This is an optimization exercise on Yosys and OpenROAD, whose aim is small area, a short achievable clock period and few clock cycles, not a production implementation.
Only simulation tests tie the RTL to the original design; equivalence was not proved.
No activity file was given, so power comes from the tool's default toggle rates.

==> design/flow/config.mk <==
export PLATFORM = sky130hd
export DESIGN_NAME = riscv_16bit
export DESIGN_NICKNAME = riscv_16bit
export VERILOG_FILES = /design/flow/design.v
export SDC_FILE = /design/flow/constraint.sdc
export NUM_CORES = 4
export LEC_CHECK = 0
export ABC_CLOCK_PERIOD_IN_PS = 4000
export CAP_MARGIN = 20
export CORE_MARGIN = 2
export CORE_UTILIZATION = 40
export CTS_BUF_LIST = sky130_fd_sc_hd__clkbuf_16
export CTS_CLUSTER_DIAMETER = 80
export CTS_CLUSTER_SIZE = 30
export SLEW_MARGIN = 20
==> design/flow/constraint.sdc <==
create_clock -name core_clock -period 12.0 [get_ports {clk}]
set_input_delay 2.4000 -clock core_clock [delete_from_list [all_inputs] [get_ports {clk}]]
set_output_delay 2.4000 -clock core_clock [all_outputs]
set_load 0.01 [all_outputs]
==> design/flow/design.v <==
package riscv16_pkg;
    localparam logic [3:0] OP_ALU  = 4'b0000;
    localparam logic [3:0] OP_LDR  = 4'b0001;
    localparam logic [3:0] OP_STR  = 4'b0010;
    localparam logic [3:0] OP_ADDI = 4'b0011;
    localparam logic [3:0] OP_MOV  = 4'b0101;
    localparam logic [3:0] OP_BCC  = 4'b1100;
    localparam logic [3:0] OP_SYS  = 4'b1110;
    localparam logic [1:0] FN_ADD = 2'b00;
    localparam logic [1:0] FN_AND = 2'b01;
    localparam logic [1:0] FN_SUB = 2'b10;
    localparam logic [1:0] FN_OR  = 2'b11;
    localparam logic [1:0] SYS_OUT = 2'b00;
    localparam logic [1:0] SYS_HLT = 2'b01;
    localparam logic [3:0] CC_AL = 4'b0000;
    localparam logic [3:0] CC_NE = 4'b0001;
    localparam logic [3:0] CC_CS = 4'b0010;
    localparam logic [3:0] CC_CC = 4'b0011;
    localparam logic [3:0] CC_EQ = 4'b0100;
    localparam int OP_HI   = 15;
    localparam int OP_LO   = 12;
    localparam int SEL_BIT = 11;
    localparam int RD_HI   = 10;
    localparam int RD_LO   = 8;
    localparam int RA_HI   = 7;
    localparam int RA_LO   = 5;
    localparam int RB_HI   = 4;
    localparam int RB_LO   = 2;
    localparam int FN_HI   = 1;
    localparam int FN_LO   = 0;
    typedef enum logic [1:0] {
        FETCH = 2'd0,
        EXEC  = 2'd1,
        HALT  = 2'd2
    } state_t;
    function automatic logic is_arith(input logic [1:0] fn);
        return ((fn == FN_ADD) || (fn == FN_SUB));
    endfunction
endpackage
module riscv16_alu
(
    input  logic [15:0] a,
    input  logic [15:0] b,
    input  logic        sub,
    output logic [15:0] result,
    output logic        z,
    output logic        c
);
    logic [15:0] bx;
    logic [16:0] wide;
    assign bx     = sub ? ~b : b;
    assign wide   = {1'b0, a} + {1'b0, bx} + {16'b0, sub};
    assign result = wide[15:0];
    assign c      = wide[16];
    assign z      = ((a ^ bx) == {a[14:0] | bx[14:0], sub});
endmodule
import riscv16_pkg::*;
module riscv_16bit
(
    input  logic        clk,
    input  logic        PC_rst,
    input  logic        ext_we,
    input  logic [15:0] ext_data,
    output logic [15:0] OutR,
    output logic        done
);
    logic [15:0] mem  [0:255];
    logic [15:0] regs [0:7];
    logic [7:0]  raddr;      
    logic [15:0] rlo, rhi;   
    logic [7:0]  raddr_n;    
    logic        ld_cyc;     
    logic [2:0]  ld_rd;
    logic [7:0]  rs_addr;    
    logic [7:0]  lp;         
    logic        loading;    
    logic [15:0] ir;
    logic [7:0]  ir_pc;      
    logic        ir_v;       
    logic        flag_z;
    logic        flag_c;
    logic [15:0] out_r;
    logic        done_r;
    logic [3:0]  op;
    logic        sel;
    logic [2:0]  rd, ra, rb;
    logic [1:0]  fn;
    logic [3:0]  cond;
    logic [7:0]  imm8;
    logic [4:0]  imm5;
    assign op   = ir[15:12];
    assign sel  = ir[11];
    assign rd   = ir[10:8];
    assign ra   = ir[7:5];
    assign rb   = ir[4:2];
    assign fn   = ir[1:0];
    assign cond = ir[11:8];
    assign imm8 = ir[7:0];
    assign imm5 = ir[4:0];
    logic [15:0] rva, rvb, rvd;
    assign rva = regs[ra];
    assign rvb = regs[rb];
    assign rvd = regs[rd];
    logic ex;
    assign ex = !loading && !done_r && ir_v && !ld_cyc;
    logic is_alu, is_movi, is_ldr, is_str, is_addi, is_mov, is_bcc, is_out, is_hlt;
    assign is_movi = (op == OP_ALU) && sel;
    assign is_alu  = (op == OP_ALU) && !sel && !fn[0];
    assign is_ldr  = (op == OP_LDR);
    assign is_str  = (op == OP_STR);
    assign is_addi = (op == OP_ADDI) && sel;
    assign is_mov  = (op == OP_MOV);
    assign is_bcc  = (op == OP_BCC);
    assign is_out  = (op == OP_SYS) && (fn == SYS_OUT);
    assign is_hlt  = (op == OP_SYS) && (fn == SYS_HLT);
    logic [15:0] alu_b, alu_res;
    logic        alu_sub, alu_z, alu_c;
    assign alu_b   = is_addi ? {11'b0, imm5} : rvb;
    assign alu_sub = (op == OP_ADDI) ? !sel : fn[1];
    riscv16_alu u_alu (
        .a      (rva),
        .b      (alu_b),
        .sub    (alu_sub),
        .result (alu_res),
        .z      (alu_z),
        .c      (alu_c)
    );
    logic taken;
    always_comb begin
        case (cond)
            CC_AL:   taken = 1'b1;
            CC_NE:   taken = !flag_z;
            CC_CS:   taken = flag_c;
            CC_CC:   taken = !flag_c;
            CC_EQ:   taken = flag_z;
            default: taken = 1'b0;
        endcase
    end
    logic       br;
    logic [7:0] target;
    assign br     = is_bcc && taken;
    assign target = ir_pc + imm8 + 8'd1;
    localparam int NBTB = 2;
    logic [NBTB-1:0] btb_v;
    logic [7:0]      btb_pc  [0:NBTB-1];
    logic [7:0]      btb_tgt [0:NBTB-1];
    logic            btb_rp;     
    logic [7:0] pred;
    always_comb begin
        pred = raddr + 8'd1;
        for (int i = 0; i < NBTB; i++) begin
            if (btb_v[i] && btb_pc[i] == raddr) pred = btb_tgt[i];
        end
    end
    logic [7:0] nxt;
    logic       miss;
    assign nxt  = br ? target : ir_pc + 8'd1;
    assign miss = (raddr != nxt);
    logic [7:0] ea;
    assign ea = rva[7:0] + {3'b0, imm5};
    logic st, fwd;
    assign st  = ex && is_str;
    assign fwd = is_str && (rva[7:0] == raddr - {3'b0, imm5});
    logic        wp_v;
    logic [7:0]  wp_addr;
    logic [15:0] wp_data;
    always_ff @(posedge clk) begin
        wp_v    <= ext_we || (st && !ext_we);
        wp_addr <= ext_we ? lp : ea;
        wp_data <= ext_we ? ext_data : rvd;
    end
    logic [15:0] rdata, mdata;
    logic [15:0] grp [0:15];
    always_comb begin
        mdata = '0;
        for (int g = 0; g < 16; g++) begin
            grp[g] = '0;
            for (int i = 0; i < 16; i++) begin
                grp[g] = grp[g] | (mem[g*16+i] & {16{rlo[i]}});
            end
            mdata = mdata | (grp[g] & {16{rhi[g]}});
        end
    end
    assign rdata = (wp_v && wp_addr == raddr) ? wp_data : mdata;
    logic [255:0] wsel;
    assign wsel = 256'b1 << wp_addr;
    for (genvar i = 0; i < 256; i++) begin : g_mem
        always_ff @(posedge clk) begin
            if (wp_v && wsel[i]) begin
                mem[i] <= wp_data;
            end
        end
    end
    logic        run;
    logic        rf_we;
    logic [2:0]  rf_wa;
    logic [15:0] rf_wd;
    assign run = !loading && !done_r;
    always_comb begin
        rf_we = 1'b0;
        rf_wa = rd;
        rf_wd = alu_res;
        if (run && ld_cyc) begin
            rf_we = 1'b1;
            rf_wa = ld_rd;
            rf_wd = rdata;
        end else if (ex) begin
            if (is_movi) begin
                rf_we = 1'b1;
                rf_wd = {8'h00, imm8};
            end else if (is_alu || is_addi) begin
                rf_we = 1'b1;
            end else if (is_mov) begin
                rf_we = 1'b1;
                rf_wd = rva;
            end
        end
    end
    always_ff @(posedge clk or negedge PC_rst) begin
        if (!PC_rst) begin
            for (int i = 0; i < 8; i++) begin
                regs[i] <= '0;
            end
        end else if (rf_we) begin
            regs[rf_wa] <= rf_wd;
        end
    end
    always_comb begin
        raddr_n = raddr;
        if (ld_cyc) begin
            raddr_n = rs_addr;
        end else if (ir_v && is_ldr) begin
            raddr_n = ea;
        end else if (ir_v && miss) begin
            raddr_n = nxt;
        end else begin
            raddr_n = pred;
        end
    end
    always_ff @(posedge clk or negedge PC_rst) begin
        if (!PC_rst) begin
            raddr <= '0;
            rlo   <= 16'h0001;
            rhi   <= 16'h0001;
        end else if (!loading && !done_r) begin
            raddr <= raddr_n;
            rlo   <= 16'b1 << raddr_n[3:0];
            rhi   <= 16'b1 << raddr_n[7:4];
        end
    end
    always_ff @(posedge clk or negedge PC_rst) begin
        if (!PC_rst) begin
            lp      <= '0;
            loading <= 1'b0;
        end else begin
            if (ext_we) lp <= lp + 8'd1;
            loading <= ext_we;
        end
    end
    always_ff @(posedge clk or negedge PC_rst) begin
        if (!PC_rst) begin
            ld_cyc <= 1'b0;
            ld_rd  <= '0;
            ir     <= '0;
            ir_pc  <= '0;
            ir_v   <= 1'b0;
            flag_z <= 1'b0;
            flag_c <= 1'b0;
            out_r  <= '0;
            done_r <= 1'b0;
        end else if (!loading && !done_r) begin
            if (ld_cyc) begin
                ld_cyc <= 1'b0;
            end else if (ir_v && miss) begin
                ir_v    <= 1'b0;
                rs_addr <= nxt;
                if (is_ldr) begin
                    ld_cyc <= 1'b1;
                    ld_rd  <= rd;
                end
            end else begin
                ir      <= fwd && ir_v ? rvd : rdata;
                ir_pc   <= raddr;
                ir_v    <= 1'b1;
                rs_addr <= pred;
                if (ir_v && is_ldr) begin
                    ld_cyc <= 1'b1;
                    ld_rd  <= rd;
                end
            end
            if (ex) begin
                if (is_alu || (op == OP_ADDI)) begin
                    flag_z <= alu_z;
                    flag_c <= alu_c;
                end
                if (is_out && !ext_we) out_r <= rva;
                if (is_hlt && !ext_we) done_r <= 1'b1;
            end
        end
    end
    always_ff @(posedge clk or negedge PC_rst) begin
        if (!PC_rst) begin
            btb_v  <= '0;
            btb_rp <= '0;
            for (int i = 0; i < NBTB; i++) begin
                btb_pc[i]  <= '0;
                btb_tgt[i] <= '0;
            end
        end else if (ex && br && miss) begin
            btb_v[btb_rp]   <= 1'b1;
            btb_pc[btb_rp]  <= ir_pc;
            btb_tgt[btb_rp] <= target;
            btb_rp          <= !btb_rp;
        end
    end
    assign OutR = out_r;
    assign done = done_r;
endmodule
==> design/flow/flow/run.sh <==
#!/bin/bash
set -uo pipefail
bash standard.sh SETUP_SLACK_MARGIN=8 finish > standard.log 2>&1
==> design/flow/standard.sh <==
#!/bin/bash
# synth_recipe.tcl (not shown) runs the flow's synth.tcl, then flattens the netlist and writes it again
# the make line also repeats each setting of config.mk as NAME=value (left out here)
make -C /OpenROAD-flow-scripts/flow DESIGN_CONFIG=/design/flow/config.mk WORK_HOME=/design/flow/orfs CLKGATE_MAP_FILE= SYNTH_SCRIPT=/design/flow/synth_recipe.tcl "${@:-finish}"
==> notes.md, run 1 <==
* Status: timing/DRC/antenna clean
* Vias in the first global route at slightly below 100k
* Synthesized netlist cell count at approximately 9500
* Final setup violation count at 0
* Crit Path Category: reg -> reg
* Final ANT Viol Nets at 0
* RSZ-0062 raised after global routing: true
* Post-synth EDFFs at between 4000 and 5000
* Asr flop ratio synth at under 10%
* Starting density of the core at between 40% and 50%
* Startpoint types: register
* Sequential Area at 0.1304 mm²
* Post-DP Area at 0.1749 mm²
* Synth top area share at between 70% and 80%
* Biggest area consumer among synthesized cells: edfxtp_1
* DP Wirelength at 319200 µm
* DRC at 0
* CP arrival at 5290 ps
* DR WL/cell at 39.59 µm
* Maxcap violations at 0
* CTS Buf Count at roughly 190
* # IOs at 36
* Site row count at ~240
* TritonCTS clock tree: built
* Final instance area at 0.1922 mm²
* Period utilization at between 30% and 40%
* P per Cell Area at around 270 mW/mm²
* Peak VDD IR at 0.2480 mV
* Post-route minimum period at roughly 4400 ps
* Top-count cell post-synth: edfxtp_1
* Yosys warns at 6
* Primary FF master, synth: edfxtp_1
* Initial DRC Count at 18380
* Drt via density at about 6.7
* Port Buffer Count at 35
* Post-synthesis sequential area ratio at between 70 and 80%
* Fillers at between 30000 and 40000
* Critical Path RT at 12850 ps
* Hold Vio Cnt, Final at 0
* Setup TNS at 0 ps
* Leak at around 60 nW
* # H-tree levels at 4
* Initial antenna violation count at 27
* Multi-input gate area at around 0.037 mm²
* Post-Syn Area per Cell at between 15 and 20 µm²
* Synthesis-to-finish area growth at 16.09%
* CTS Buffer Depth at 4
* Worst hold path type: reg -> reg
* #FFs+latches synth at between 4000 and 5000
* Number of clock sinks at roughly 4400
* Drt pass-1 iters at 8
* Share of cells above drive strength 1 at roughly a fifth
* Syn_nets at about 9600
* Total power draw at 51.86 mW
* Worst Max-Slew Pin Slew at 1345 ps
* Max transition margin at 9.370%
* Largest net degree at the start of global routing at around 220
* WHS at around 490 ps
* Synth top area cells: edfxtp_1 74%, a22o_1 5.6%, a221oi_1 5.6%
* CTS clock-pin slew for the worst setup and hold paths at approximately 120 ps
* Via Count at 104500
* Root buffer cell: clkbuf_16
* Clock Skews at approximately 100 ps
* Crit path capture type: register
* Fmax at ~230 MHz
* Gr usage total at between 20% and 30%
* Final GP Congestion at 0.9248
* Chip height at around 650 µm
* Pins Over Slew Limit at 0
* Final WL at around 620000 µm
* Commonest cells in the synthesized netlist: 4104 x edfxtp_1, 1063 x a22o_1, 1058 x a221oi_1
* Worst-Skew Late Latency at ~1000 ps
* Die Width at approximately 650 µm
* Die area at roughly 0.42 mm²
* Std-Cell Core Area at roughly 0.41 mm²
* Post-synthesis instance area at roughly 0.17 mm²
* GRT overflow at 0
* First-pass GRT wire length at around 830000 µm
* Number of nets in the layout at around 10000
* CP max FO at 35
* Distinct cells, synth at 96
[critical path: stages, from the launching register on]
cell and delay, ps:
dfrtp_4 610, buf_4 190, buf_6 210, a22o_1 290
a221oi_2 170, nand4_1 490, a22oi_2 670, nand4_1 420
nor2_4 430, nand2_2 90, o21ai_2 110, mux2i_4 170
mux2_4 350
[routing by layer]
layer / up-vias / global-route usage (%) / part of all wire, %
met4: 12 / 15.48 / 6.7
li1: 40530 / - / -
met3: 1455 / 7.209 / 13
met2: 8235 / 42.91 / 44
met5: - / 0 / 0.033
met1: 54320 / 37.72 / 36
[path summary, 6_finish.rpt]
path	start	endpoint	slack [ps]	depth (start not counted)
min reg2reg	out_r[15]$_DFFE_PN0P_	out_r[15]$_DFFE_PN0P_	490	2
min	out_r[15]$_DFFE_PN0P_	out_r[15]$_DFFE_PN0P_	490	2
max reg2reg	rlo[6]$_DFFE_PN0P_	regs[3][6]$_DFFE_PN0P_	7570	12
max in group asynchronous	PC_rst	regs[7][12]$_DFFE_PN0P_	8570	3
min in group asynchronous	PC_rst	raddr[0]$_DFFE_PN0P_	1360	1
max	rlo[6]$_DFFE_PN0P_	regs[3][6]$_DFFE_PN0P_	7570	12
[area by class of cell]
class                   instances  area share (%)
diodes                         16         0.02083
clock buffers                 190           2.473
clock inverters                96          0.6229
inverters                      79          0.1653
multi-input cells            4370           19.04
flip-flops and latches       4389           67.83
well taps                    5474           3.563
repair buffers                924           6.287
[kinds of logic after synthesis]
logic type               synth area share, %
flip-flops                             78.66
AO/OA/AOI/OAI                          13.73
AND/OR/NAND/NOR                        3.583
buffers and inverters                  1.670
multiplexers                           1.456
XOR/XNOR                              0.4738
adder cells (fa/ha/maj)               0.4262
[cell usage in the layout, fill, tap and decap left out, drive strengths merged, types with 16 or more instances in the layout]
cell type      instances
clkinv                28
xnor2                 62
a221oi              1061
nand2b                24
buf                  810
a22o                1063
mux4                  31
ha                    50
diode                 16
dfxtp                 25
xor2                  25
a22oi                 91
a211oi                21
a21oi                 95
mux2                  81
nand4                295
edfxtp              4104
nand3                 36
dfrtp                258
mux2i                 80
clkbuf               197
nor2b                 16
a21o                  27
clkdlybuf4s50         17
o22ai                 26
bufbuf                75
nor2                 437
nand2                346
o21ai                280
nor3                  27
inv                  132
[timing repair]
item	in CTS	in global routing
hold buffers	0	0
pin swaps	216	221
setup endpoints to repair	257	226
gates cloned	95	7
buffers inserted	268	80
resized for setup	807	350
[registers in the layout, indices dropped and copies added (netlist names), 2 cells and up]
register	flops
raddr	8
wp_addr	8
mem	4096
rlo	16
rhi	16
btb_tgt	16
lp	8
ir_pc	8
regs	128
ld_rd	3
btb_pc	16
wp_data	16
btb_v	2
out_r	16
rs_addr	8
ir	16
[power breakdown]
| group | total (mW) | internal (mW) | switching (mW) |
|---|---|---|---|
| sequential | 19.8 | 18.9 | 0.923 |
| clock | 8.19 | 3.21 | 4.98 |
| combinational | 23.8 | 7.87 | 16.0 |
[metrics by stage]
step / setup slack, ps / util, % / instances
6_report: 7567 / 46.56 / 15540
5_1_grt: 7603 / 46.56 / 15520
4_1_cts: 7809 / 46.00 / 15430
3_5_place_dp: 6195 / 42.37 / 14780
3_3_place_gp: 6307 / 42.29 / 14770
2_1_floorplan: 8007 / - / 9481
Testbench counts, summed over its fixed seeds: cycles 56,776.
==> inputs of run 2 (changes only) <==
--- a/design/flow/design.v
+++ b/design/flow/design.v
@@ -169,7 +169,7 @@
         wp_addr <= ext_we ? lp : ea;
         wp_data <= ext_we ? ext_data : rvd;
     end
-    logic [15:0] rdata, mdata;
+    logic [15:0] mdata;
     logic [15:0] grp [0:15];
     always_comb begin
         mdata = '0;
@@ -181,7 +181,8 @@
             mdata = mdata | (grp[g] & {16{rhi[g]}});
         end
     end
-    assign rdata = (wp_v && wp_addr == raddr) ? wp_data : mdata;
+    logic wp_hit;
+    assign wp_hit = wp_v && (wp_addr == raddr);
     logic [255:0] wsel;
     assign wsel = 256'b1 << wp_addr;
     for (genvar i = 0; i < 256; i++) begin : g_mem
@@ -203,7 +204,7 @@
         if (run && ld_cyc) begin
             rf_we = 1'b1;
             rf_wa = ld_rd;
-            rf_wd = rdata;
+            rf_wd = wp_data;
         end else if (ex) begin
             if (is_movi) begin
                 rf_we = 1'b1;
@@ -216,13 +217,39 @@
             end
         end
     end
+    logic [15:0] regs_n [0:7];
+    always_comb begin
+        for (int i = 0; i < 8; i++) begin
+            regs_n[i] = regs[i];
+            if (rf_we && rf_wa == 3'(i)) regs_n[i] = rf_wd;
+            if (run && ld_cyc && !wp_hit && ld_rd == 3'(i)) regs_n[i] = mdata;
+        end
+    end
     always_ff @(posedge clk or negedge PC_rst) begin
         if (!PC_rst) begin
             for (int i = 0; i < 8; i++) begin
                 regs[i] <= '0;
             end
-        end else if (rf_we) begin
-            regs[rf_wa] <= rf_wd;
+        end else begin
+            for (int i = 0; i < 8; i++) begin
+                regs[i] <= regs_n[i];
+            end
+        end
+    end
+    logic        ir_ld, fwd_act;
+    logic [15:0] ir_n;
+    assign ir_ld   = !loading && !done_r && !ld_cyc && !(ir_v && miss);
+    assign fwd_act = fwd && ir_v;
+    always_comb begin
+        ir_n = ir;
+        if (ir_ld) ir_n = fwd_act ? rvd : wp_data;
+        if (ir_ld && !fwd_act && !wp_hit) ir_n = mdata;
+    end
+    always_ff @(posedge clk or negedge PC_rst) begin
+        if (!PC_rst) begin
+            ir <= '0;
+        end else begin
+            ir <= ir_n;
         end
     end
     always_comb begin
@@ -261,7 +288,6 @@
         if (!PC_rst) begin
             ld_cyc <= 1'b0;
             ld_rd  <= '0;
-            ir     <= '0;
             ir_pc  <= '0;
             ir_v   <= 1'b0;
             flag_z <= 1'b0;
@@ -279,7 +305,6 @@
                     ld_rd  <= rd;
                 end
             end else begin
-                ir      <= fwd && ir_v ? rvd : rdata;
                 ir_pc   <= raddr;
                 ir_v    <= 1'b1;
                 rs_addr <= pred;
--- a/design/flow/config.mk
+++ b/design/flow/config.mk
@@ -10,6 +10,6 @@
 export CORE_MARGIN = 2
 export CORE_UTILIZATION = 40
 export CTS_BUF_LIST = sky130_fd_sc_hd__clkbuf_16
-export CTS_CLUSTER_DIAMETER = 80
-export CTS_CLUSTER_SIZE = 30
+export CTS_CLUSTER_DIAMETER = 70
+export CTS_CLUSTER_SIZE = 25
 export SLEW_MARGIN = 20
==> notes.md, run 2 <==
* Placed cell count at 15030 (was 14780)
* Pins Over Slew Limit at 0 (unchanged)
* Std-Cell Core Area at 0.4137 mm² (was 0.4128 mm²)
* Asr flop ratio synth at 5.924% (unchanged)
* Post-synthesis instance area at 0.1663 mm² (was 0.1656 mm²)
* Final setup violation count at 0 (unchanged)
* Post-CTS Hold Buffers at 0 (unchanged)
* CTS clock-pin slew for the worst setup and hold paths at 90 ps (was 120 ps)
* Final GP Congestion at 0.9185 (was 0.9248)
* Origin of the worst setup path: ir[2]$_DFFE_PN0P_ (was rlo[6]$_DFFE_PN0P_)
* Site row count at 236 (unchanged)
* Share of cells above drive strength 1 at 18.37% (was 20.70%)
* Number of clock sinks at 4389 (unchanged)
* CTS Buffer Depth at 4 (unchanged)
* Synthesized netlist cell count at 9667 (was 9481)
* Final WL at 612000 µm (was 615100 µm)
* Worst hold path type: reg -> reg (unchanged)
* Final ANT Viol Nets at 0 (unchanged)
* Drt pass-1 iters at 8 (unchanged)
* Post-synthesis sequential area ratio at 78.30% (was 78.66%)
* Fillers at 34760 (was 34360)
* Critical Path RT at 12820 ps (was 12850 ps)
* Top-count cell post-synth: edfxtp_1 (unchanged)
* CP arrival at 5220 ps (was 5290 ps)
* Status: timing/DRC/antenna clean (unchanged)
* Biggest area consumer among synthesized cells: edfxtp_1 (unchanged)
* CP max FO at 8 (was 35)
* Post-Syn Area per Cell at 17.21 µm² (was 17.46 µm²)
* Sw frac at 41.39% (was 42.17%)
* P per Cell Area at 263.1 mW/mm² (was 269.8 mW/mm²)
* Largest register FFs at 4096 (unchanged)
* Peak VDD IR at 0.3130 mV (was 0.2480 mV)
* Setup TNS at 0 ps (unchanged)
* Hold Vio Cnt, Final at 0 (unchanged)
* Power share of the clock group at 17.2% (was 15.8%)
* Final non-filler cell total at 15710 (was 15540)
* Root buffer cell: clkbuf_16 (unchanged)
* Initial DRC Count at 19410 (was 18380)
* Die area at 0.4210 mm² (was 0.4191 mm²)
* TritonCTS clock tree: built (unchanged)
* Initial antenna violation count at 26 (was 27)
* Int Power at 29.32 mW (was 29.99 mW)
* Via Count at 106000 (was 104500)
* Startpoint types: register (unchanged)
* Starting density of the core at 40.21% (was 40.11%)
* Hold Crit Start: out_r[12]$_DFFE_PN0P_ (was out_r[15]$_DFFE_PN0P_)
* CTS Buf Count at 221 (was 189)
* # H-tree levels at 4 (unchanged)
* Drt via density at 6.748 (was 6.729)
* Gr usage total at 27.27% (was 28.42%)
* Commonest non-fill, non-tap cell in the layout: edfxtp_1 (unchanged)
* Vias in the first global route at 99290 (was 97090)
* Post-route minimum period at 4399 ps (was 4433 ps)
* Final instance area at 0.1902 mm² (was 0.1922 mm²)
* DR WL/cell at 38.95 µm (was 39.59 µm)
* Maxcap violations at 0 (unchanged)
* Distinct cells, synth at 98 (was 96)
* Most frequent cells in the layout: 4104 x edfxtp_1, 777 x a22oi_1, 725 x a22o_1, 697 x a221oi_1, 606 x buf_4 (was 4104 x edfxtp_1, 1051 x a22o_1, 905 x a221oi_1, 560 x buf_4, 320 x nand2_1)
* Fmax at 227.3 MHz (was 225.6 MHz)
* Sequential share of power at 40.0% (was 38.2%)
* Yosys warns at 7 (was 6)
* Largest net degree at the start of global routing at 232 (was 223)
* Synth top area share at 74.08% (was 74.43%)
* # IOs at 36 (unchanged)
* Chip height at 648.9 µm (was 647.4 µm)
* GRT overflow at 0 (unchanged)
* Synth top area cells: edfxtp_1 74%, dfrtp_1 3.9%, a221oi_1 3.9% (was edfxtp_1 74%, a22o_1 5.6%, a221oi_1 5.6%)
* Commonest cells in the synthesized netlist: 4104 x edfxtp_1, 809 x a22oi_1, 732 x a221oi_1 (was 4104 x edfxtp_1, 1063 x a22o_1, 1058 x a221oi_1)
* Primary FF master, synth: edfxtp_1 (unchanged)
* Largest regs: mem x4096, regs x128 (unchanged)
* Post-synth EDFFs at 4104 (unchanged)
* P_sw at 20.71 mW (was 21.87 mW)
* Reg2reg start: ir[2]$_DFFE_PN0P_ (was rlo[6]$_DFFE_PN0P_)
* Period utilization at 36.66% (was 36.94%)
* DRC at 0 (unchanged)
* Max transition margin at 12.30% (was 9.370%)
* First-pass GRT wire length at 813300 µm (was 828100 µm)
* Post-DP Area at 0.1762 mm² (was 0.1749 mm²)
* Syn_nets at 9740 (was 9554)
* Die Width at 648.9 µm (was 647.4 µm)
* Number of nets in the layout at 10200 (was 10030)
* Leak at 60.15 nW (was 61.33 nW)
* Clock Skews at 68.79 ps (was 102.4 ps)
* Most flops, register: mem (unchanged)
* Worst Max-Slew Pin Slew at 1315 ps (was 1345 ps)
* DP Wirelength at 327300 µm (was 319200 µm)
* Worst-Skew Late Latency at 1030 ps (was 1020 ps)
* Combinational Power Share at 42.8% (was 46.0%)
* #FFs+latches synth at 4389 (unchanged)
* Synthesis-to-finish area growth at 14.32% (was 16.09%)
* Crit path capture type: register (unchanged)
* Port Buffer Count at 35 (unchanged)
* Crit Path Category: reg -> reg (unchanged)
* RSZ-0062 raised after global routing: true (unchanged)
==> run 2: changes by cell type after synthesis, moves of 21 or more <==
cell      before  now
a22oi_1       91  809
a22o_1      1063  728
a221oi_1    1058  732
nand3_1       36  173
nand2_1      344  241
o21ai_0      238  320
clkbuf_1     476  425
nor2_1       431  387
buf_1        151  193
o21ai_1       40    8
a32o_1         3   34
o31ai_1        4   25
==> run 2: layout make-up <==
| type | instances | area (µm²) | share of cell area, % |
|---|---|---|---|
| timing repair inverter | 1 | 5.005 | 0.002632 |
| clock buffer | 223 | 5580 | 2.934 |
| timing repair buffer | 876 | 9846 | 5.177 |
| inverter | 85 | 341.6 | 0.1796 |
| antenna | 15 | 37.54 | 0.01974 |
| clock inverter | 96 | 1066 | 0.5606 |
| sequential | 4389 | 130400 | 68.57 |
| multi-input combinational | 4553 | 36050 | 18.96 |
| tap | 5474 | 6849 | 3.602 |
==> run 2: critical path: stages (launching register included) <==
cell,delay [ps]
dfrtp_2,520
clkbuf_16,190
nand2b_4,130
mux4_2,510
a31oi_4,170
mux2i_2,270
inv_2,70
fa_2,370
a21o_1,190
a21oi_2,170
o21bai_1,110
a21oi_2,230
o21ai_4,100
a211o_1,290
a21oi_2,140
xnor2_1,90
a222oi_1,350
buf_4,250
o21ai_1,80
==> run 2: power by group through the flow <==
stage / registers, mW / clock network (mW) / logic [mW]
finish: 20.0 / 8.61 / 21.4
global route: 20.0 / 9.09 / 21.8
CTS: 20.0 / 8.62 / 18.9
detailed placement: 20.5 / 0 / 16.5
global placement: 20.5 / 0 / 16.2
floorplan: 20.6 / 0 / 8.15
==> run 2: cells by family (layout without fill, tap and decap cells) <==
| family | Yosys count | after routing | synth area share [%] |
|---|---|---|---|
| AO/OA/AOI/OAI | 2952 | 2954 | 13.95 |
| XOR/XNOR | 90 | 90 | 0.4904 |
| adder cells (fa/ha/maj) | 54 | 54 | 0.4242 |
| buffers and inverters | 728 | 1281 | 1.674 |
| flip-flops | 4389 | 4389 | 78.30 |
| multiplexers | 187 | 187 | 1.397 |
| other | 0 | 15 | 0 |
| AND/OR/NAND/NOR | 1267 | 1268 | 3.768 |
==> run 2: routing by layer <==
layer / share of wire [%] / GRT usage, %
met4: 5.6 / 12.68
met3: 14 / 7.346
met5: 0.019 / 0
met1: 36 / 36.73
met2: 44 / 41.27
==> run 2: metrics by stage <==
step	setup slack (ps)	util, %	hold slack (ps)	total power, mW
floorplan	7931	-	434.3	28.73
global placement	5438	42.53	454.0	36.68
detailed placement	6300	42.59	460.6	36.99
CTS	7659	45.15	482.7	47.50
global route	7474	45.96	502.2	50.89
finish	7601	45.97	479.4	50.03
==> run 2: path summary, 6_finish.rpt <==
| kind | endpoint | slack [ps] | cells after the start |
|---|---|---|---|
| setup / recovery | regs[5][12]$_DFFE_PN0P_ | 7600 | 18 |
| hold / removal | out_r[12]$_DFFE_PN0P_ | 480 | 2 |
| setup reg to reg | regs[5][12]$_DFFE_PN0P_ | 7600 | 18 |
| hold reg to reg | out_r[12]$_DFFE_PN0P_ | 480 | 2 |
| max in group asynchronous | ir[6]$_DFFE_PN0P_ | 8610 | 3 |
| min in group asynchronous | regs[5][15]$_DFFE_PN0P_ | 1480 | 1 |
==> run 2: repair_timing <==
| item | CTS | global route |
|---|---|---|
| buffers inserted | 170 | 105 |
| cloned | 29 | 37 |
| gates resized for setup | 421 | 348 |
| pin swaps | 93 | 129 |
| setup endpoints to repair | 258 | 195 |
Testbench counts of run 2, summed over its fixed seeds: cycles 56,776.
==> inputs of run 3 (changes only) <==
--- a/design/flow/design.v
+++ b/design/flow/design.v
@@ -47,12 +47,50 @@
     output logic        c
 );
     logic [15:0] bx;
-    logic [16:0] wide;
-    assign bx     = sub ? ~b : b;
-    assign wide   = {1'b0, a} + {1'b0, bx} + {16'b0, sub};
-    assign result = wide[15:0];
-    assign c      = wide[16];
-    assign z      = ((a ^ bx) == {a[14:0] | bx[14:0], sub});
+    assign bx = sub ? ~b : b;
+    logic [15:0] g0, p0;
+    assign p0 = a ^ bx;
+    assign g0 = (a & bx) | {15'b0, p0[0] & sub};
+    logic [15:0] g1, p1, g2, p2, g3, p3, g4;
+    always_comb begin
+        for (int i = 0; i < 16; i++) begin
+            if (i % 2 == 1) begin
+                g1[i] = g0[i] | (p0[i] & g0[i-1]);
+                p1[i] = p0[i] & p0[i-1];
+            end else begin
+                g1[i] = g0[i];
+                p1[i] = p0[i];
+            end
+        end
+        for (int i = 0; i < 16; i++) begin
+            if (i % 4 >= 2) begin
+                g2[i] = g1[i] | (p1[i] & g1[(i/4)*4+1]);
+                p2[i] = p1[i] & p1[(i/4)*4+1];
+            end else begin
+                g2[i] = g1[i];
+                p2[i] = p1[i];
+            end
+        end
+        for (int i = 0; i < 16; i++) begin
+            if (i % 8 >= 4) begin
+                g3[i] = g2[i] | (p2[i] & g2[(i/8)*8+3]);
+                p3[i] = p2[i] & p2[(i/8)*8+3];
+            end else begin
+                g3[i] = g2[i];
+                p3[i] = p2[i];
+            end
+        end
+        for (int i = 0; i < 16; i++) begin
+            if (i >= 8) begin
+                g4[i] = g3[i] | (p3[i] & g3[7]);
+            end else begin
+                g4[i] = g3[i];
+            end
+        end
+    end
+    assign result = p0 ^ {g4[14:0], sub};
+    assign c      = g4[15];
+    assign z      = (p0 == {a[14:0] | bx[14:0], sub});
 endmodule
 import riscv16_pkg::*;
 module riscv_16bit
==> notes.md, run 3 <==
* Placed cell count at 15110 (was 15030)
* Final non-filler cell total at 15800 (was 15710)
* Post-Syn Area per Cell at 17.02 µm² (was 17.21 µm²)
* Hold Crit Start: btb_v[1]$_DFFE_PN0P_ (was out_r[12]$_DFFE_PN0P_)
* Synth top area share at 74.27% (was 74.08%)
* Via Count at 105600 (was 106000)
* Syn_nets at 9826 (was 9740)
* Hold endpoint: btb_v[1]$_DFFE_PN0P_ (was out_r[12]$_DFFE_PN0P_)
* Largest net degree at the start of global routing at 194 (was 232)
* CP max FO at 8 (unchanged)
* First-pass GRT wire length at 814000 µm (was 813300 µm)
* Synthesis-to-finish area growth at 14.18% (was 14.32%)
* Final WS setup at 7558 ps (was 7601 ps)
* DR WL/cell at 38.36 µm (was 38.95 µm)
* Int Power at 29.20 mW (was 29.32 mW)
* Synth top area cells: edfxtp_1 74%, a22oi_1 4.2%, dfrtp_1 3.9% (was edfxtp_1 74%, dfrtp_1 3.9%, a221oi_1 3.9%)
* P_sw at 19.96 mW (was 20.71 mW)
* Maxcap violations at 0 (unchanged)
* Site row count at 236 (unchanged)
* CTS Buffer Depth at 4 (unchanged)
* Die area at 0.4200 mm² (was 0.4210 mm²)
* Crit path capture type: register (unchanged)
* Hold Path Stages at 1 (was 2)
* Drt pass-1 iters at 9 (was 8)
* Max transition margin at 14.73% (was 12.30%)
* Share of cells above drive strength 1 at 18.72% (was 18.37%)
* Most flops, register: mem (unchanged)
* Leak at 60.33 nW (was 60.15 nW)
* TritonCTS clock tree: built (unchanged)
* Final WL at 606000 µm (was 612000 µm)
* Chip height at 648.1 µm (was 648.9 µm)
* Drt via density at 6.683 (was 6.748)
* Largest register FFs at 4096 (unchanged)
* Post-CTS Hold Buffers at 0 (unchanged)
* Combinational Power Share at 41.2% (was 42.8%)
* Commonest cells in the synthesized netlist: 4104 x edfxtp_1, 936 x a22oi_1, 681 x a221oi_1, 681 x a22o_1, 482 x clkbuf_1 (was 4104 x edfxtp_1, 809 x a22oi_1, 732 x a221oi_1)
* Post-synthesis instance area at 0.1659 mm² (was 0.1663 mm²)
* Final setup violation count at 0 (unchanged)
* Port Buffer Count at 35 (unchanged)
* Sequential share of power at 40.8% (was 40.0%)
* Status: timing/DRC/antenna clean (unchanged)
* Post-route minimum period at 4442 ps (was 4399 ps)
* Fmax at 225.1 MHz (was 227.3 MHz)
* Setup TNS at 0 ps (unchanged)
* Final GP Congestion at 0.9458 (was 0.9185)
* DRC at 0 (unchanged)
* Number of nets in the layout at 10270 (was 10200)
* Distinct cells, synth at 85 (was 98)
* WHS at 472.4 ps (was 479.4 ps)
* R2R depth at 19 (was 18)
* Clock Skews at 84.86 ps (was 68.79 ps)
* # IOs at 36 (unchanged)
* Pins Over Slew Limit at 0 (unchanged)
* Gr usage total at 27.60% (was 27.27%)
* Top-count cell post-synth: edfxtp_1 (unchanged)
* Power share of the clock group at 18.1% (was 17.2%)
* Initial antenna violation count at 31 (was 26)
* Starting density of the core at 40.16% (was 40.21%)
* Hold Vio Cnt, Final at 0 (unchanged)
* DP Wirelength at 329900 µm (was 327300 µm)
* Worst-Skew Late Latency at 1020 ps (was 1030 ps)
* Post-synth EDFFs at 4104 (unchanged)
* Reg2Reg Setup Slack at 7560 ps (was 7600 ps)
* Largest regs: mem x4096, regs x128 (unchanged)
* # H-tree levels at 4 (unchanged)
* Fillers at 34670 (was 34760)
* Root buffer cell: clkbuf_16 (unchanged)
* Commonest non-fill, non-tap cell in the layout: edfxtp_1 (unchanged)
* Primary FF master, synth: edfxtp_1 (unchanged)
* CTS clock-pin slew for the worst setup and hold paths at 90 ps (about the same)
* FF-to-FF End: regs[5][12]$_DFFE_PN0P_ (unchanged)
* Sw frac at 40.60% (was 41.39%)
* Number of clock sinks at 4389 (unchanged)
* Worst Max-Slew Pin Slew at 1279 ps (was 1315 ps)
* CP arrival at 5260 ps (was 5220 ps)
* Startpoint types: register (unchanged)
* Most frequent cells in the layout: 4104 x edfxtp_1, 920 x a22oi_1, 673 x a22o_1, 652 x a221oi_1, 618 x buf_4 (was 4104 x edfxtp_1, 777 x a22oi_1, 725 x a22o_1, 697 x a221oi_1, 606 x buf_4)
* Synthesized netlist cell count at 9750 (was 9667)
* Post-synthesis sequential area ratio at 78.50% (was 78.30%)
* #FFs+latches synth at 4389 (unchanged)
* RSZ-0062 raised after global routing: true (unchanged)
* Vias in the first global route at 99110 (was 99290)
* Worst hold path type: reg -> reg (unchanged)
* Yosys warns at 8 (was 7)
* Final ANT Viol Nets at 0 (unchanged)
* Biggest area consumer among synthesized cells: edfxtp_1 (unchanged)
* Asr flop ratio synth at 5.924% (unchanged)
* Worst slack at placement at 5940 ps (was 6300 ps)
* Reg2reg start: ir[2]$_DFFE_PN0P_ (unchanged)
* Critical Path RT at 12810 ps (was 12820 ps)
* Peak VDD IR at 0.2937 mV (was 0.3130 mV)
* Period utilization at 37.01% (was 36.66%)
* Std-Cell Core Area at 0.4131 mm² (was 0.4137 mm²)
* Die Width at 648.1 µm (was 648.9 µm)
* CTS Buf Count at 228 (was 221)
* P per Cell Area at 259.5 mW/mm² (was 263.1 mW/mm²)
* Crit Path Category: reg -> reg (unchanged)
* Initial DRC Count at 18510 (was 19410)
* GRT overflow at 0 (unchanged)
[run 3: repair_timing]
item	CTS	global route
gates cloned	23	25
resized for setup	492	317
pin swaps	93	152
setup endpoints to repair	252	210
setup buffers	174	105
[run 3: cell type report]
cell class | instances | area [µm²] | share of cell area (%)
Timing Repair inverter | 2 | 11.26 | 0.005944
Sequential cell | 4389 | 130400 | 68.82
Timing Repair Buffer | 849 | 9020 | 4.761
Inverter | 85 | 355.3 | 0.1876
Multi-Input combinational cell | 4640 | 35680 | 18.84
Tap cell | 5474 | 6849 | 3.615
Clock buffer | 233 | 5831 | 3.078
Clock inverter | 111 | 1275 | 0.6730
Antenna cell | 15 | 37.54 | 0.01981
[run 3: cell families (layout without fill, tap and decap cells)]
family | count (synthesis) | after routing | synth area share [%]
adder cells (fa/ha/maj) | 57 | 57 | 0.4615
other | 0 | 15 | 0
XOR/XNOR | 90 | 90 | 0.4751
buffers and inverters | 725 | 1280 | 1.669
flip-flops | 4389 | 4389 | 78.50
multiplexers | 171 | 171 | 1.262
AO/OA/AOI/OAI | 2928 | 2929 | 13.68
AND/OR/NAND/NOR | 1390 | 1393 | 3.951
[run 3: worst max path at each step]
stage	end	from	slack, ps	depth (start not counted)
final	regs[5][12]$_DFFE_PN0P_	ir[2]$_DFFE_PN0P_	7560	19
after global routing	regs[5][12]$_DFFE_PN0P_	ir[2]$_DFFE_PN0P_	7400	22
after CTS	regs[0][15]$_DFFE_PN0P_	ir[2]$_DFFE_PN0P_	7510	22
after detailed placement	regs[5][12]$_DFFE_PN0P_	ir[4]$_DFFE_PN0P_	5940	17
after global placement	regs[5][12]$_DFFE_PN0P_	ir[4]$_DFFE_PN0P_	6000	18
after floorplan	regs[5][12]$_DFFE_PN0P_	ir[5]$_DFFE_PN0P_	7800	17
[run 3: metal layers]
| metal | vias up | track usage (%) | wire [µm] |
|---|---|---|---|
| met5 | - | 0 | 76 |
| met4 | 10 | 12.05 | 33540 |
| met3 | 1297 | 6.719 | 79900 |
| met2 | 8043 | 42.41 | 270300 |
| met1 | 55040 | 37.37 | 222100 |
| li1 | 41200 | - | - |
[run 3: power groups by stage]
| stage | combinational [mW] | clock, mW | sequential [mW] |
|---|---|---|---|
| floorplan | 8.04 | 0 | 20.4 |
| global placement | 15.3 | 0 | 20.5 |
| detailed placement | 15.5 | 0 | 20.5 |
| CTS | 18.1 | 8.91 | 20.0 |
| global route | 20.8 | 9.42 | 20.0 |
| finish | 20.2 | 8.89 | 20.0 |
[run 3: critical path, cell delays in order, from the launching register on]
cell,delay [ps]
dfrtp_2,390
buf_12,160
buf_4,140
mux4_2,480
a21oi_1,220
nor2_1,90
xnor2_1,130
nand2_1,70
o21ai_0,140
ha_1,380
a21o_4,240
a2111oi_4,360
o21ba_4,220
o21ai_4,70
o21a_1,240
nor2_2,170
xnor2_1,100
a222oi_1,300
buf_4,250
o21ai_0,100
[run 3: through the flow]
step / instance area (µm²) / util [%] / total power [mW]
after floorplan: 166100 / - / 28.48
after global placement: 175600 / 42.50 / 35.79
after detailed placement: 175700 / 42.53 / 36.03
after CTS: 186700 / 45.18 / 47.00
after global routing: 189400 / 45.85 / 50.23
final: 189500 / 45.86 / 49.16
Testbench counts of run 3, summed over its fixed seeds: cycles 56,776.

port drivers added, routing unchanged:
The results above use ideal ports. As a check the final layouts listed here were re-extracted and re-timed, cells and wires unchanged.
Step 1: set_driving_cell puts a clkbuf_16 on clk and a buf_2 on each other input, an assumption about the parent block.
Step 2 adds t to the input delays and takes it off the output delays; t is the mean of the earliest and latest rising clock arrival at the registers after step 1. Input paths then give back, and output paths get back, about the clock's delay inside the block.
Three values: no drivers, after step 1, after step 2; two values: the first two.
run | shift t [ns] | setup slack, ns | worst setup path at the end | clock arrival spread, ns | worst data-port slew with drivers (ns)
run 1 | 1.083 | 7.567 / 7.567 / 7.300 | input to register | 0.122 / 0.123 | 0.06
run 2 | 1.086 | 7.601 / 7.601 / 7.582 | input, reset recovery | 0.095 / 0.095 | 0.05
run 3 | 1.096 | 7.558 / 7.558 / 7.474 | input, reset recovery | 0.096 / 0.096 | 0.11
After both steps setup and hold are still met in every run listed. For run 1, which loses most, drivers alone change the setup slack by 0.000 ns; drivers and shift together by -0.267 ns. Setup slack includes reset recovery checks.
